What follows belongs to an exercise in optimizing a design on an open flow for small area, a short achievable clock period and few clock cycles; a production flow would make more cautious choices.
RTL that was checked went through simulation tests only; none was proved equivalent to the original.

Setup of old:
Design dsp_27x27s_arbiter, start of the top module:
module dsp_27x27s_arbiter (
  input  logic         clk,
  input  logic         aclr_n,
  input  logic [3:0]   req_valid,
  output logic [3:0]   req_ready,
  input  logic [107:0] req_ax,
  input  logic [107:0] req_ay,
  output logic         res_valid,
  input  logic         res_ready,
  output logic [1:0]   res_id,
  output logic [53:0]  res_data
);
Size: roughly 2,400 cells after synthesis, about 280 I/O pins, ~26,000 sq um of cells after synthesis.
clock: 7.3 ns
lec_check: 0
cap_margin: 20
core_margin: 2
core_utilization: 45
place_density: 0.6
setup_slack_margin: 3.6
slew_margin: 20
synth_hierarchical: 1
standard.sh (not shown) runs the stock make flow with config.mk's settings and CLKGATE_MAP_FILE= SYNTH_SCRIPT=/design/flow/synth_recipe.tcl, a recipe that flattens the netlist after the stock synthesis.
==> flow/flow/run.sh <==
#!/bin/bash
# Standard layout, with buf_1 cells as the port buffers.
set -euo pipefail
export BUFFER_PORTS_ARGS="-buffer_cell sky130_fd_sc_hd__buf_1"
bash standard.sh finish > standard_flow.log 2>&1
old completed every stage of the flow, and the final layout passed the timing, DRC and antenna checks.
#### Input delta (new over old)
==> flow/run.sh (new file) <==
#!/bin/bash
# synth_recipe.tcl (not shown) runs the flow's synth.tcl, then flattens the netlist and writes it again
# the make line also repeats each setting of config.mk as NAME=value (left out here)
make -C /OpenROAD-flow-scripts/flow DESIGN_CONFIG=/design/flow/config.mk WORK_HOME=/design/flow/orfs CLKGATE_MAP_FILE= SYNTH_SCRIPT=/design/flow/synth_recipe.tcl finish
removed: flow/flow/run.sh
removed: flow/standard.sh
==> summary.txt <==
Changes observed in new relative to old: worst hold slack grew by 12 ps, detailed-route wire length fell by about 3%, shortest period the worst path allows increased 53 ps, area occupied by multi-input gates lower, cell count -32. [new vs old] final standard cell utilization of the core: higher in new. new has total number of vias below what old had. Post-CTS setup buffer count was higher in the run labelled old.
No functional check of the RTL was part of any run of this note.

* * *

== sierra ==
Another version of the RTL of dsp_27x27s_arbiter (not shown whole).
For scale: about 240 flip-flops, roughly 280 I/O pins, ~25000 sq um of cells after synthesis.
clock: 7.3 ns
lec_check: 0
cap_margin: 20
core_margin: 2
core_utilization: 45
place_density: 0.6
setup_slack_margin: 3.6
slew_margin: 20
synth_hierarchical: 1
run.sh (not shown) runs the stock make flow with config.mk's settings and CLKGATE_MAP_FILE= SYNTH_SCRIPT=/design/flow/synth_recipe.tcl, a recipe that flattens the netlist after the stock synthesis.
Stock flow here: none of the scripts above is used.
Testbench counts of sierra, summed over its fixed seeds: cycles 5,494.
diff inputs: sierra => tundra
Settings: setting CTS_BUF_LIST to sky130_fd_sc_hd__clkbuf_4 sky130_fd_sc_hd__clkbuf_8 for the first time.
==> flow/flow/run.sh (new file) <==
#!/bin/bash
# Standard layout, with buf_1 cells as the port buffers.
set -euo pipefail
export BUFFER_PORTS_ARGS="-buffer_cell sky130_fd_sc_hd__buf_1"
bash standard.sh finish > standard_flow.log 2>&1
==> flow/standard.sh (new file) <==
#!/bin/bash
# synth_recipe.tcl (not shown) runs the flow's synth.tcl, then flattens the netlist and writes it again
# the make line also repeats each setting of config.mk as NAME=value (left out here)
make -C /OpenROAD-flow-scripts/flow DESIGN_CONFIG=/design/flow/config.mk WORK_HOME=/design/flow/orfs CLKGATE_MAP_FILE= SYNTH_SCRIPT=/design/flow/synth_recipe.tcl "${@:-finish}"
removed: flow/run.sh
Results
tundra | status: complete | timing, DRC, antenna: pass. sierra | stages: all done | timing, DRC, antenna: all pass. Of sierra and tundra, the lower number of instances resized during post-cts repair belongs to tundra. In tundra, period utilization is higher than in sierra. tundra vs sierra: fraction of area in multi-input gates up in tundra. On number of non-clock buffers, the higher figure sits with sierra, not tundra. Cmp sierra and tundra / relative area change from synthesis to final layout / lower: tundra.
> inputs changed (tundra -> raven)
Settings: SETUP_SLACK_MARGIN: 3.6 -> 4.0; CTS_BUF_LIST: sky130_fd_sc_hd__clkbuf_4 sky130_fd_sc_hd__clkbuf_8 -> unset.
[summary]
- Delta (raven minus tundra): average cell area after synthesis barely changed.
--- input diff raven..harbor ---
Settings: SETUP_SLACK_MARGIN changed from 4.0 to 4.3.
### Flow results
Cmp harbor and raven / growth of design area from synthesis to finish / higher: harbor
Compared to raven, harbor has fraction of the cycle the final worst path needs 0.28 points higher.
Vertical die dimension essentially unchanged between raven and harbor.
The inputs of quartz differ from those of harbor as listed below.
Settings: CORE_UTILIZATION: 45 -> 78; SETUP_SLACK_MARGIN: 4.3 -> 3.6; CTS_BUF_LIST: unset -> sky130_fd_sc_hd__clkbuf_4 sky130_fd_sc_hd__clkbuf_8; PLACE_DENSITY: 0.6 -> 0.85.
==> summary.txt <==
FAIL quartz @ global routing: tool exited with error. Diff harbor..quartz | XOR/XNOR share of the synthesized area | unchanged. quartz falls short of harbor in sum of net half-perimeters after detailed placement. [compare] base=harbor new=quartz: number of instances in the placed design fell by 316, height of the chip fell by 57 microns.

* * *

dsp_27x27s_arbiter, a different RTL version from the one above (not shown whole).
For scale: about 2300 cells after synthesis, about 250 flip-flops, about 280 I/O pins.
// dsp_27x27s_arbiter
module dsp_27x27s_arbiter (
  input  logic         clk,
  input  logic         aclr_n,
  input  logic [3:0]   req_valid,
  output logic [3:0]   req_ready,
  input  logic [107:0] req_ax,
  input  logic [107:0] req_ay,
  output logic         res_valid,
  input  logic         res_ready,
  output logic [1:0]   res_id,
  output logic [53:0]  res_data
);
  logic [1:0]  ptr_q;      
  logic [3:0]  nxt_q;      
  logic        s1_v, s2_v;
  logic [1:0]  s1_id, s2_id;
  logic [26:0] s0_x;
  logic [13:0] s0_one, s0_two, s0_neg;
  logic [13:0] b_one, b_two, b_neg;
  logic [53:0] s1_a, s1_b, s2_p;
  logic [53:0] ra, rb, r3, s1_r3;
  logic        rc, s1_c;
  logic        en;
  logic [3:0]  msk_q;      
  logic [3:0]  msk_a, msk_b, msk_d;
  logic [3:0]  pa [4];
  logic [3:0]  pb [4];
  logic [3:0]  gnt;
  logic        any;
  logic [1:0]  nxt_id;
  logic [3:0]  win_a, win_b, nxt_d;
  logic [26:0] sel_x, sel_y;
  assign en = ~s2_v | res_ready;
  assign gnt       = nxt_q & req_valid &
                     {4{aclr_n & en & ~|(req_valid & msk_q)}};
  assign req_ready = gnt;
  assign any       = |(nxt_q & req_valid) & aclr_n & en & ~|(req_valid & msk_q);
  always_comb begin
    nxt_id = 2'd0;
    for (int i = 0; i < 4; i++) begin
      if (nxt_q[i]) nxt_id = 2'(i);
    end
  end
  always_comb begin
    logic [1:0] di, dk;
    for (int i = 0; i < 4; i++) begin
      pa[i] = '0;
      pb[i] = '0;
      for (int k = 0; k < 4; k++) begin
        di = 2'(i) - nxt_id - 2'd1;
        dk = 2'(k) - nxt_id - 2'd1;
        pa[i][k] = (dk < di);
        di = 2'(i) - ptr_q;
        dk = 2'(k) - ptr_q;
        pb[i][k] = (dk < di);
      end
    end
  end
  always_comb begin
    for (int i = 0; i < 4; i++) begin
      win_a[i] = req_valid[i] & ~nxt_q[i] & ~|(req_valid & ~nxt_q & pa[i]);
      win_b[i] = req_valid[i] & ~|(req_valid & pb[i]);
    end
    msk_a = '0;
    msk_b = '0;
    for (int i = 0; i < 4; i++) begin
      msk_a = msk_a | (pa[i] & {4{win_a[i]}});
      msk_b = msk_b | (pb[i] & {4{win_b[i]}});
    end
  end
  assign nxt_d = any ? win_a : win_b;
  assign msk_d = any ? msk_a : msk_b;
  always_comb begin
    sel_x = '0;
    sel_y = '0;
    for (int i = 0; i < 4; i++) begin
  ...
Settings: LEC_CHECK=0, CAP_MARGIN=20, CORE_MARGIN=2, CORE_UTILIZATION=60, CTS_BUF_LIST=sky130_fd_sc_hd__clkbuf_8 sky130_fd_sc_hd__clkbuf_16, CTS_CLUSTER_DIAMETER=80, CTS_CLUSTER_SIZE=16, PLACE_DENSITY=0.7, SETUP_SLACK_MARGIN=3.45, SLEW_MARGIN=20, SYNTH_HIERARCHICAL=1; clock period 7.3 ns.
standard.sh (not shown) runs the stock make flow with config.mk's settings and CLKGATE_MAP_FILE= SYNTH_SCRIPT=/design/flow/synth_recipe.tcl, a recipe that flattens the netlist after the stock synthesis.
==> flow/flow/run.sh <==
#!/bin/bash
# Standard layout, with buf_1 cells as the port buffers.
set -euo pipefail
export BUFFER_PORTS_ARGS="-buffer_cell sky130_fd_sc_hd__buf_1"
bash standard.sh finish > standard_flow.log 2>&1
Testbench counts at the start, summed over its fixed seeds: cycles 5,494.
Rerun with:
- CORE_UTILIZATION: 60 -> 55
- PLACE_DENSITY: 0.7 -> 0.65
- SETUP_SLACK_MARGIN: 3.45 -> 3.6
=>
- wire length is higher by a few percent
- cell count is higher slightly
- synthesized cell count is unchanged
- clock skew is lower by 11 ps
- global-route usage is lower by 2.7 points
- worst setup slack improved by 90 ps
- via count is higher slightly
- cell area is higher by a few percent
- die area is higher by a little under a tenth
Rerun with:
- CORE_UTILIZATION: 55 -> 60
- CTS_CLUSTER_DIAMETER: 80 -> 70
- CTS_CLUSTER_SIZE: 16 -> 22
- PLACE_DENSITY: 0.65 -> 0.7
Worst setup slack gets better by 19 ps.
First-iteration DRC count is higher by 7.1%.
Die area goes down by 8.2%.
Cell count is lower by 0.95%.
Clock-buffer cell count shrinks by 3.

-- static timing again, ports no longer ideal --
No port has a modelled driver above. Below, the same layouts with a new extraction and two added sets of constraints.
Step 1 assumes that a clkbuf_16 drives the clock port and a buf_2 every other input.
Step 2 times the ports against the registers' clock, not the clock port: input delays grow and output delays shrink by t, the midpoint of the rising clock arrivals with the driver on.
a / b / c = ideal / step 1 / step 2; a / b = the first two.
| run | t (ns) | setup WS [ns] | slew at the worst register clock pin (ns) | worst data-port slew with drivers (ns) | cell pins on the clock port's net |
|---|---|---|---|---|---|
| old | 0.646 | 3.334 / 3.334 / 3.334 | 0.08 / 0.08 | 0.10 | 1 |
| new | 0.637 | 3.281 / 3.281 / 3.281 | 0.06 / 0.06 | 0.12 | 1 |
| sierra | 0.654 | 3.489 / 3.442 / 3.074 | 0.07 / 0.07 | 0.11 | 1 |
| tundra | 0.673 | 3.425 / 3.379 / 3.029 | 0.07 / 0.07 | 0.11 | 1 |
| raven | 0.651 | 3.471 / 3.439 / 2.859 | 0.07 / 0.07 | 0.10 | 1 |
| harbor | 0.655 | 3.451 / 3.446 / 2.854 | 0.07 / 0.07 | 0.16 | 1 |
| the first run of note 3 | 0.605 | 3.505 / 3.491 / 3.177 | 0.08 / 0.08 | 0.12 | 1 |
| the second run of note 3 | 0.629 | 3.595 / 3.576 / 3.434 | 0.08 / 0.08 | 0.13 | 1 |
| the third run of note 3 | 0.621 | 3.614 / 3.575 / 3.198 | 0.09 / 0.09 | 0.10 | 1 |
After both steps setup and hold are still met in every run listed. For raven, which loses most, drivers alone change the setup slack by -0.032 ns; drivers and shift together by -0.612 ns.
